Source: an optimization exercise on an open RTL-to-GDS flow (aim: small area, a short achievable clock period and few clock cycles). Production flows keep margins and buffers that such runs may drop. In this exercise RTL edits were held to simulation tests only and were not proved equivalent to the original.

==> constraint.sdc <==
create_clock -name core_clock -period 12.5 [get_ports {clk}]
set_input_delay 2.5000 -clock core_clock [delete_from_list [all_inputs] [get_ports {clk}]]
set_output_delay 2.5000 -clock core_clock [all_outputs]
set_load 0.01 [all_outputs]
==> design.v <==
package attention_pkg;
  typedef logic [12-1:0] addr_t;
  typedef logic [32-1:0] data_t;
  typedef logic [16-1:0]  dim_t;
  typedef enum logic [2:0] {
    PH_IDLE,
    PH_DIMS_REQ,
    PH_DIMS_CAPTURE,
    PH_PROJECT,
    PH_SCORE
  } phase_t;
  typedef enum logic [1:0] {
    ENG_IDLE,
    ENG_RUN,
    ENG_DRAIN
  } engine_state_t;
endpackage
`timescale 1ns/100ps
module mac_unit (
  input  logic                 clk,
  input  logic                 reset_n,
  input  logic                 valid,
  input  logic                 first,
  input  attention_pkg::data_t a,
  input  attention_pkg::data_t b,
  output attention_pkg::data_t acc,
  output logic                 acc_valid
);
  attention_pkg::data_t prod_q;
  logic  valid_q;
  logic  first_q;
  always_ff @(posedge clk)
  begin
    if (!reset_n)
    begin
      valid_q   <= 1'b0;
      acc_valid <= 1'b0;
    end
    else
    begin
      valid_q   <= valid;
      acc_valid <= valid_q;
    end
  end
  always_ff @(posedge clk)
  begin
    prod_q  <= a * b;
    first_q <= first;
    if (valid_q)
      acc <= first_q ? prod_q : acc + prod_q;
  end
endmodule
`timescale 1ns/100ps
module projection_engine (
  input  logic                  clk,
  input  logic                  reset_n,
  input  logic                  start,
  input  attention_pkg::dim_t   rows_n,
  input  attention_pkg::dim_t   cols_e,
  input  attention_pkg::dim_t   cols_d,
  output attention_pkg::addr_t  input_read_address,
  input  attention_pkg::data_t  input_read_data,
  output attention_pkg::addr_t  weight_read_address,
  input  attention_pkg::data_t  weight_read_data,
  output logic                  wr_enable,
  output attention_pkg::addr_t  wr_address,
  output attention_pkg::data_t  wr_data,
  output logic                  scratchpad_write_enable,
  output attention_pkg::addr_t  scratchpad_write_address,
  output attention_pkg::data_t  scratchpad_write_data,
  output logic                  done
);
  attention_pkg::engine_state_t state;
  attention_pkg::dim_t          m_idx;
  attention_pkg::dim_t          r_idx;
  attention_pkg::dim_t          c_idx;
  attention_pkg::dim_t          k_idx;
  logic          issue;
  logic          term_last;
  logic          final_term;
  attention_pkg::addr_t         nd_size;
  logic          valid_q;
  logic          first_q;
  logic [2:0]    last_q;
  logic [2:0]    kcopy_q;
  logic [2:0]    final_q;
  attention_pkg::addr_t         dest_q [3];
  attention_pkg::data_t         acc;
  logic          acc_valid;
  assign issue      = (state == attention_pkg::ENG_RUN);
  assign term_last  = (k_idx == cols_e - 1'b1);
  assign final_term = term_last && (c_idx == cols_d - 1'b1) &&
                      (r_idx == rows_n - 1'b1) &&
                      (m_idx == attention_pkg::dim_t'(3 - 1));
  assign nd_size    = attention_pkg::addr_t'(rows_n * cols_d);
  assign input_read_address  = attention_pkg::addr_t'(1 + r_idx * cols_e + k_idx);
  assign weight_read_address = attention_pkg::addr_t'(1 + (m_idx * cols_d + c_idx) * cols_e + k_idx);
  always_ff @(posedge clk)
  begin
    if (!reset_n)
    begin
      state <= attention_pkg::ENG_IDLE;
      m_idx <= '0;
      r_idx <= '0;
      c_idx <= '0;
      k_idx <= '0;
    end
    else
    begin
      case (state)
        attention_pkg::ENG_IDLE:
        begin
          if (start)
          begin
            state <= attention_pkg::ENG_RUN;
            m_idx <= '0;
            r_idx <= '0;
            c_idx <= '0;
            k_idx <= '0;
          end
        end
        attention_pkg::ENG_RUN:
        begin
          if (final_term)
            state <= attention_pkg::ENG_DRAIN;
          if (!term_last)
            k_idx <= k_idx + 1'b1;
          else
          begin
            k_idx <= '0;
            if (c_idx != cols_d - 1'b1)
              c_idx <= c_idx + 1'b1;
            else
            begin
              c_idx <= '0;
              if (r_idx != rows_n - 1'b1)
                r_idx <= r_idx + 1'b1;
              else
              begin
                r_idx <= '0;
                m_idx <= m_idx + 1'b1;
              end
            end
          end
        end
        attention_pkg::ENG_DRAIN:
        begin
          if (wr_enable && final_q[2])
            state <= attention_pkg::ENG_IDLE;
        end
        default:
          state <= attention_pkg::ENG_IDLE;
      endcase
    end
  end
  always_ff @(posedge clk)
  begin
    if (!reset_n)
    begin
      valid_q <= 1'b0;
      last_q  <= '0;
      final_q <= '0;
      done    <= 1'b0;
    end
    else
    begin
      valid_q <= issue;
      last_q  <= {last_q[1:0], issue && term_last};
      final_q <= {final_q[1:0], issue && final_term};
      done    <= wr_enable && final_q[2];
    end
  end
  always_ff @(posedge clk)
  begin
    first_q   <= (k_idx == '0);
    kcopy_q   <= {kcopy_q[1:0], m_idx == attention_pkg::dim_t'(1)};
    dest_q[0] <= attention_pkg::addr_t'(m_idx * nd_size + r_idx * cols_d + c_idx);
    dest_q[1] <= dest_q[0];
    dest_q[2] <= dest_q[1];
  end
  mac_unit u_mac (
    .clk       (clk),
    .reset_n   (reset_n),
    .valid     (valid_q),
    .first     (first_q),
    .a         (input_read_data),
    .b         (weight_read_data),
    .acc       (acc),
    .acc_valid (acc_valid)
  );
  assign wr_enable  = acc_valid && last_q[2];
  assign wr_address = dest_q[2];
  assign wr_data    = acc;
  assign scratchpad_write_enable  = wr_enable && kcopy_q[2];
  assign scratchpad_write_address = wr_address - nd_size;
  assign scratchpad_write_data    = acc;
endmodule
`timescale 1ns/100ps
module score_engine (
  input  logic                  clk,
  input  logic                  reset_n,
  input  logic                  start,
  input  attention_pkg::dim_t   rows_n,
  input  attention_pkg::dim_t   cols_d,
  output attention_pkg::addr_t  result_read_address,
  input  attention_pkg::data_t  result_read_data,
  output attention_pkg::addr_t  scratchpad_read_address,
  input  attention_pkg::data_t  scratchpad_read_data,
  output logic                  wr_enable,
  output attention_pkg::addr_t  wr_address,
  output attention_pkg::data_t  wr_data,
  output logic                  done
);
  attention_pkg::engine_state_t state;
  attention_pkg::dim_t          i_idx;
  attention_pkg::dim_t          j_idx;
  attention_pkg::dim_t          k_idx;
  logic          issue;
  logic          term_last;
  logic          final_term;
  attention_pkg::addr_t         s_base;
  logic          valid_q;
  logic          first_q;
  logic [2:0]    last_q;
  logic [2:0]    final_q;
  attention_pkg::addr_t         dest_q [3];
  attention_pkg::data_t         acc;
  logic          acc_valid;
  assign issue      = (state == attention_pkg::ENG_RUN);
  assign term_last  = (k_idx == cols_d - 1'b1);
  assign final_term = term_last && (j_idx == rows_n - 1'b1) && (i_idx == rows_n - 1'b1);
  assign s_base = attention_pkg::addr_t'(3 * rows_n * cols_d);
  assign result_read_address     = attention_pkg::addr_t'(i_idx * cols_d + k_idx);
  assign scratchpad_read_address = attention_pkg::addr_t'(j_idx * cols_d + k_idx);
  always_ff @(posedge clk)
  begin
    if (!reset_n)
    begin
      state <= attention_pkg::ENG_IDLE;
      i_idx <= '0;
      j_idx <= '0;
      k_idx <= '0;
    end
    else
    begin
      case (state)
        attention_pkg::ENG_IDLE:
        begin
          if (start)
          begin
            state <= attention_pkg::ENG_RUN;
            i_idx <= '0;
            j_idx <= '0;
            k_idx <= '0;
          end
        end
        attention_pkg::ENG_RUN:
        begin
          if (final_term)
            state <= attention_pkg::ENG_DRAIN;
          if (!term_last)
            k_idx <= k_idx + 1'b1;
          else
          begin
            k_idx <= '0;
            if (j_idx != rows_n - 1'b1)
              j_idx <= j_idx + 1'b1;
            else
            begin
              j_idx <= '0;
              i_idx <= i_idx + 1'b1;
            end
          end
        end
        attention_pkg::ENG_DRAIN:
        begin
          if (wr_enable && final_q[2])
            state <= attention_pkg::ENG_IDLE;
        end
        default:
          state <= attention_pkg::ENG_IDLE;
      endcase
    end
  end
  always_ff @(posedge clk)
  begin
    if (!reset_n)
    begin
      valid_q <= 1'b0;
      last_q  <= '0;
      final_q <= '0;
      done    <= 1'b0;
    end
    else
    begin
      valid_q <= issue;
      last_q  <= {last_q[1:0], issue && term_last};
      final_q <= {final_q[1:0], issue && final_term};
      done    <= wr_enable && final_q[2];
    end
  end
  always_ff @(posedge clk)
  begin
    first_q   <= (k_idx == '0);
    dest_q[0] <= attention_pkg::addr_t'(s_base + i_idx * rows_n + j_idx);
    dest_q[1] <= dest_q[0];
    dest_q[2] <= dest_q[1];
  end
  mac_unit u_mac (
    .clk       (clk),
    .reset_n   (reset_n),
    .valid     (valid_q),
    .first     (first_q),
    .a         (result_read_data),
    .b         (scratchpad_read_data),
    .acc       (acc),
    .acc_valid (acc_valid)
  );
  assign wr_enable  = acc_valid && last_q[2];
  assign wr_address = dest_q[2];
  assign wr_data    = acc;
endmodule
`timescale 1ns/100ps
module attention_sequencer (
  input  logic                  clk,
  input  logic                  reset_n,
  input  logic                  dut_valid,
  output logic                  dut_ready,
  input  attention_pkg::data_t  dims_input_word,
  input  attention_pkg::data_t  dims_weight_word,
  output logic                  dims_read,
  output attention_pkg::dim_t   rows_n,
  output attention_pkg::dim_t   cols_e,
  output attention_pkg::dim_t   cols_d,
  output logic                  proj_start,
  input  logic                  proj_done,
  output logic                  score_start,
  input  logic                  score_done,
  input  logic                  proj_wr_enable,
  input  attention_pkg::addr_t  proj_wr_address,
  input  attention_pkg::data_t  proj_wr_data,
  input  logic                  score_wr_enable,
  input  attention_pkg::addr_t  score_wr_address,
  input  attention_pkg::data_t  score_wr_data,
  output logic                  result_write_enable,
  output attention_pkg::addr_t  result_write_address,
  output attention_pkg::data_t  result_write_data
);
  attention_pkg::phase_t phase;
  always_ff @(posedge clk)
  begin
    if (!reset_n)
    begin
      phase       <= attention_pkg::PH_IDLE;
      proj_start  <= 1'b0;
      score_start <= 1'b0;
    end
    else
    begin
      proj_start  <= (phase == attention_pkg::PH_DIMS_CAPTURE);
      score_start <= (phase == attention_pkg::PH_PROJECT) && proj_done;
      case (phase)
        attention_pkg::PH_IDLE:
        begin
          if (dut_valid)
            phase <= attention_pkg::PH_DIMS_REQ;
        end
        attention_pkg::PH_DIMS_REQ:
          phase <= attention_pkg::PH_DIMS_CAPTURE;
        attention_pkg::PH_DIMS_CAPTURE:
          phase <= attention_pkg::PH_PROJECT;
        attention_pkg::PH_PROJECT:
        begin
          if (proj_done)
            phase <= attention_pkg::PH_SCORE;
        end
        attention_pkg::PH_SCORE:
        begin
          if (score_done)
            phase <= attention_pkg::PH_IDLE;
        end
        default:
          phase <= attention_pkg::PH_IDLE;
      endcase
    end
  end
  assign dut_ready = (phase == attention_pkg::PH_IDLE);
  assign dims_read = (phase == attention_pkg::PH_DIMS_REQ);
  always_ff @(posedge clk)
  begin
    if (phase == attention_pkg::PH_DIMS_CAPTURE)
    begin
      rows_n <= dims_input_word[31:16];
      cols_e <= dims_input_word[16-1:0];
      cols_d <= dims_weight_word[16-1:0];
    end
  end
  assign result_write_enable  = (phase == attention_pkg::PH_PROJECT) ? proj_wr_enable :
                                (phase == attention_pkg::PH_SCORE)   ? score_wr_enable : 1'b0;
  assign result_write_address = (phase == attention_pkg::PH_SCORE) ? score_wr_address : proj_wr_address;
  assign result_write_data    = (phase == attention_pkg::PH_SCORE) ? score_wr_data : proj_wr_data;
endmodule
`timescale 1ns/100ps
module attention_top (
  input  logic                  clk,
  input  logic                  reset_n,
  input  logic                  dut_valid,
  output logic                  dut_ready,
  output attention_pkg::addr_t  input_read_address,
  input  attention_pkg::data_t  input_read_data,
  output attention_pkg::addr_t  weight_read_address,
  input  attention_pkg::data_t  weight_read_data,
  output logic                  result_write_enable,
  output attention_pkg::addr_t  result_write_address,
  output attention_pkg::data_t  result_write_data,
  output attention_pkg::addr_t  result_read_address,
  input  attention_pkg::data_t  result_read_data,
  output logic                  scratchpad_write_enable,
  output attention_pkg::addr_t  scratchpad_write_address,
  output attention_pkg::data_t  scratchpad_write_data,
  output attention_pkg::addr_t  scratchpad_read_address,
  input  attention_pkg::data_t  scratchpad_read_data
);
  logic  dims_read;
  attention_pkg::dim_t  rows_n;
  attention_pkg::dim_t  cols_e;
  attention_pkg::dim_t  cols_d;
  logic  proj_start;
  logic  proj_done;
  logic  score_start;
  logic  score_done;
  attention_pkg::addr_t proj_input_address;
  attention_pkg::addr_t proj_weight_address;
  logic  proj_wr_enable;
  attention_pkg::addr_t proj_wr_address;
  attention_pkg::data_t proj_wr_data;
  logic  score_wr_enable;
  attention_pkg::addr_t score_wr_address;
  attention_pkg::data_t score_wr_data;
  assign input_read_address  = dims_read ? attention_pkg::addr_t'(0) : proj_input_address;
  assign weight_read_address = dims_read ? attention_pkg::addr_t'(0) : proj_weight_address;
  attention_sequencer u_sequencer (
    .clk                  (clk),
    .reset_n              (reset_n),
    .dut_valid            (dut_valid),
    .dut_ready            (dut_ready),
    .dims_input_word      (input_read_data),
    .dims_weight_word     (weight_read_data),
    .dims_read            (dims_read),
    .rows_n               (rows_n),
    .cols_e               (cols_e),
    .cols_d               (cols_d),
    .proj_start           (proj_start),
    .proj_done            (proj_done),
    .score_start          (score_start),
    .score_done           (score_done),
    .proj_wr_enable       (proj_wr_enable),
    .proj_wr_address      (proj_wr_address),
    .proj_wr_data         (proj_wr_data),
    .score_wr_enable      (score_wr_enable),
    .score_wr_address     (score_wr_address),
    .score_wr_data        (score_wr_data),
    .result_write_enable  (result_write_enable),
    .result_write_address (result_write_address),
    .result_write_data    (result_write_data)
  );
  projection_engine u_projection (
    .clk                      (clk),
    .reset_n                  (reset_n),
    .start                    (proj_start),
    .rows_n                   (rows_n),
    .cols_e                   (cols_e),
    .cols_d                   (cols_d),
    .input_read_address       (proj_input_address),
    .input_read_data          (input_read_data),
    .weight_read_address      (proj_weight_address),
    .weight_read_data         (weight_read_data),
    .wr_enable                (proj_wr_enable),
    .wr_address               (proj_wr_address),
    .wr_data                  (proj_wr_data),
    .scratchpad_write_enable  (scratchpad_write_enable),
    .scratchpad_write_address (scratchpad_write_address),
    .scratchpad_write_data    (scratchpad_write_data),
    .done                     (proj_done)
  );
  score_engine u_score (
    .clk                     (clk),
    .reset_n                 (reset_n),
    .start                   (score_start),
    .rows_n                  (rows_n),
    .cols_d                  (cols_d),
    .result_read_address     (result_read_address),
    .result_read_data        (result_read_data),
    .scratchpad_read_address (scratchpad_read_address),
    .scratchpad_read_data    (scratchpad_read_data),
    .wr_enable               (score_wr_enable),
    .wr_address              (score_wr_address),
    .wr_data                 (score_wr_data),
    .done                    (score_done)
  );
endmodule
==> run.sh <==
#!/bin/bash
# synth_recipe.tcl (not shown) runs the flow's synth.tcl, then flattens the netlist and writes it again
# the make line also repeats each setting of config.mk as NAME=value (left out here)
make -C /OpenROAD-flow-scripts/flow DESIGN_CONFIG=/design/flow/config.mk WORK_HOME=/design/flow/orfs CLKGATE_MAP_FILE= SYNTH_SCRIPT=/design/flow/synth_recipe.tcl finish
==> config.mk <==
export PLATFORM = sky130hd
export DESIGN_NAME = attention_top
export DESIGN_NICKNAME = attention_top
export VERILOG_FILES = /design/flow/design.v
export SDC_FILE = /design/flow/constraint.sdc
export NUM_CORES = 4
export LEC_CHECK = 0
export CAP_MARGIN = 20
export CORE_MARGIN = 2
export CORE_UTILIZATION = 40
export PLACE_DENSITY = 0.6
export SLEW_MARGIN = 20
==> run summary <==
==> synthesized netlist by cell type, types with 7 or more instances <==
library cell	count
sky130_fd_sc_hd__xor2_1	208
sky130_fd_sc_hd__fa_1	1300
sky130_fd_sc_hd__clkbuf_1	376
sky130_fd_sc_hd__a31oi_1	16
sky130_fd_sc_hd__inv_1	1824
sky130_fd_sc_hd__o21ai_0	129
sky130_fd_sc_hd__nand2_1	1365
sky130_fd_sc_hd__o21a_1	18
sky130_fd_sc_hd__a21o_1	66
sky130_fd_sc_hd__ha_1	690
sky130_fd_sc_hd__dfxtp_1	284
sky130_fd_sc_hd__edfxtp_1	112
sky130_fd_sc_hd__and3_1	34
sky130_fd_sc_hd__nand4_1	34
sky130_fd_sc_hd__or3_1	19
sky130_fd_sc_hd__nor2_1	272
sky130_fd_sc_hd__and2_1	591
sky130_fd_sc_hd__o21bai_1	39
sky130_fd_sc_hd__nor3_1	49
sky130_fd_sc_hd__nand2b_1	47
sky130_fd_sc_hd__nor4_1	29
sky130_fd_sc_hd__xnor2_1	542
sky130_fd_sc_hd__o31ai_1	7
sky130_fd_sc_hd__nand3_1	59
sky130_fd_sc_hd__buf_1	14
sky130_fd_sc_hd__mux2_2	47
sky130_fd_sc_hd__nor2b_1	36
sky130_fd_sc_hd__a21oi_1	177
==> through the flow <==
stage                     utilization [%]  setup WS [ns]  area (um^2)
final                                44.0          0.509        81400
after global routing                 44.0      -0.000395        81400
after CTS                            44.0         0.0881        81300
after detailed placement             43.0          0.609        79600
after global placement               43.0          0.591        79600
after floorplan                         -           1.15        74300
==> sequential cells by signal, summed over array words and instances, names as in the netlist, 32 cells and up <==
signal / flops
u_projection.u_mac.prod_q: 32
u_projection.dest_q: 36
u_score.dest_q: 36
u_score.u_mac.acc: 32
u_score.u_mac.prod_q: 32
u_projection.u_mac.acc: 32
==> routing by layer <==
layer / vias up / share of wire (%) / GRT usage, %
met5: - / 0.0060 / 0
met4: 2 / 5.3 / 10.3
met3: 388 / 5.7 / 2.61
met2: 1735 / 47 / 39.2
met1: 27900 / 42 / 29.9
li1: 25400 / - / -
==> logic make-up (layout without fill, tap and decap cells) <==
group / Yosys count / after routing / synth area share, %
compound gates: 512 / 512 / 4.22
xor+xnor: 750 / 750 / 8.84
fa+ha+maj: 1990 / 1990 / 46.6
buf+inv: 2223 / 2331 / 11.2
flops: 396 / 396 / 12.2
mux: 52 / 52 / 0.779
other cells: 0 / 2 / 0
simple gates: 2574 / 2574 / 16.1
==> area by class of cell <==
class,instances,share of cell area [%]
multi-input cells,5878,70.0
flip-flops and latches,396,11.1
clock buffers,73,1.84
repair buffers,411,4.57
diodes,2,0.00615
well taps,2480,3.81
clock inverters,20,0.254
inverters,1827,8.43
==> worst reg2reg max path: cells and delay by family, from the launching register on <==
kind / cells / cell delay (ns)
flops: 1 / 0.82
compound gates: 3 / 0.45
buf+inv: 9 / 1.48
simple gates: 2 / 0.36
fa+ha+maj: 12 / 5.49
xor+xnor: 10 / 2.13
==> final timing paths <==
check                                      startpoint                         end  slack [ns]  depth (start not counted)
worst max-delay path            u_sequencer.cols_d[1]     weight_read_address[11]        0.51                         34
worst min-delay path             u_score.dest_q[1][5]        u_score.dest_q[2][5]        0.32                          0
worst max register to register  u_sequencer.cols_d[0]  u_projection.dest_q[0][11]        1.65                         36
worst min register to register   u_score.dest_q[1][5]        u_score.dest_q[2][5]        0.32                          0
==> repair_timing <==
item                                    in CTS  in global routing
cloned                                       0                  0
endpoints found under the setup margin       1                  1
gates resized for setup                      0                  7
setup buffers                                2                  5
hold buffers                                 0                  0
pin swaps                                    0                  3
==> out/summary.txt <==
layout net count - 10.7k
Die Height - 435 um
Clock Tree Buf Depth - 3
GRT Total Usage - 23.2%
Final GP Congestion - 0.915
run status - no timing/DRC/antenna violations
max-cap violations - 0
dominant register cell in the synthesized netlist - sky130_fd_sc_hd__dfxtp_1
startpoint kind of the worst setup timing path - flip-flop
DRC violation total after the first TritonRoute iteration - 3,564
number of standard-cell rows in the floorplan - 158
routed vias/inst - 5.00
net count after synthesis - 10.6k
Max FO, Critical Path - 5
data arrival time at the worst-slack endpoint - 9.49 ns
post-DP HPWL - 173 mm
pin count of the biggest net entering global routing - 65
share of layout cells above drive strength 1 - 3.70%
DRC - 0
Sinks on Clock Net - 396
max-slew violation count - 0
Routed Antenna Nets - 0
final hold slack - 0.323 ns
final hold violations - 0
slowest stage cell, crit path - sky130_fd_sc_hd__fa_1
area of the mapped netlist - 74,300 um^2
gr ovfl total - 0
highest-count cells in the layout ignoring fill and taps - sky130_fd_sc_hd__inv_1, sky130_fd_sc_hd__nand2_1, sky130_fd_sc_hd__fa_1, sky130_fd_sc_hd__ha_1, sky130_fd_sc_hd__and2_1
number of detailed-route iterations in the first pass - 5
proportion of netlist area held by the largest area contributor - 35.0%
count of different cell masters after synthesis - 81
sequential cell area in the final layout - 9060 um^2
Async SR Flop Fraction - 0%
Bufs and invs on worst path - 9
Core Footprint - 185,000 um^2
TritonCTS clock tree - done
fill cell count - 18.4k
Mean Syn Cell Area - 8.75 um^2
Layout Area Growth over Synthesis - 9.50%
number of enable-type register cells in the synthesized netlist - 112
area of combinational cells with multiple inputs - 56,900 um^2
IO buf count - 269
#FFs+latches synth - 396
Total Neg Setup Slack - 0 ns
most common cell after layout, fill and taps aside - sky130_fd_sc_hd__inv_1
number of setup violations in the final report - 0
Cells after Synth - 8,497
largest incremental delay on the critical path - 0.56 ns
starting density of the core - 40.2%
relative slew slack - 20.4%
Setup Skew - 0.0540 ns
insertion delay of the later-clocked pin in the worst-skew pair - 0.67 ns
most frequent CP cell - sky130_fd_sc_hd__fa_1
count of placed standard cells including taps - 11.0k
leading cell types by total area after synthesis - sky130_fd_sc_hd__fa_1, sky130_fd_sc_hd__ha_1, sky130_fd_sc_hd__inv_1
total number of yosys warnings - 6
initial antenna violation count - 5
post-route minimum period - 11.99 ns
register area share after synthesis - 12.2%
class of the most critical hold timing path - reg2reg
TritonCTS buffer count - 50
DIE WIDTH - 435 um
die area - 189,000 um^2
final worst path period share - 95.9%
vias in the first global route - 59.3k
wire length after detailed routing - 217 mm
drt wl/cell - 19.6 um
required time at the worst-slack endpoint - 10.00 ns
maximum clock rate - 83.4 MHz
clock transition at the registers of the reported paths - 0.06 ns
Least-Margin Pin Slew - 1.19 ns
DR vias - 55.4k
wire length of the first global-routing pass - 343 mm
number of H-tree branching levels - 2
cell type group with the largest total delay on the critical path - adder cells
endpoint kind of the worst setup timing path - output port
Setup CP Type - reg2out
# IOs - 270
area leader, netlist - sky130_fd_sc_hd__fa_1
count of placed standard cells in the final layout, fillers left out - 11.1k
master cell of the clock root buffer - sky130_fd_sc_hd__clkbuf_16
Testbench counts, summed over its fixed seeds: cycles 39,841.

[re-timing with driven ports]
Ports are ideal in the flow. The routed layout listed here was re-timed in OpenROAD. Step 1, drivers: a clkbuf_16 drives clk and a buf_2 each remaining input, both assumed. Step 2 moves the port delays by t, midway between the first and last clock arrival at a register: inputs arrive t later, outputs are due t later. That takes back most of the time a late clock gives input paths. Three values: no drivers, after step 1, after step 2; two values: the first two.
t (ns): 0.724
slack for setup (ns): 0.509 / 0.427 / 1.118
worst setup path after step 2: input to register
After both steps setup and hold are still met in this run. The setup slack of this run moves by -0.082 ns with the drivers and by +0.609 ns with both steps.
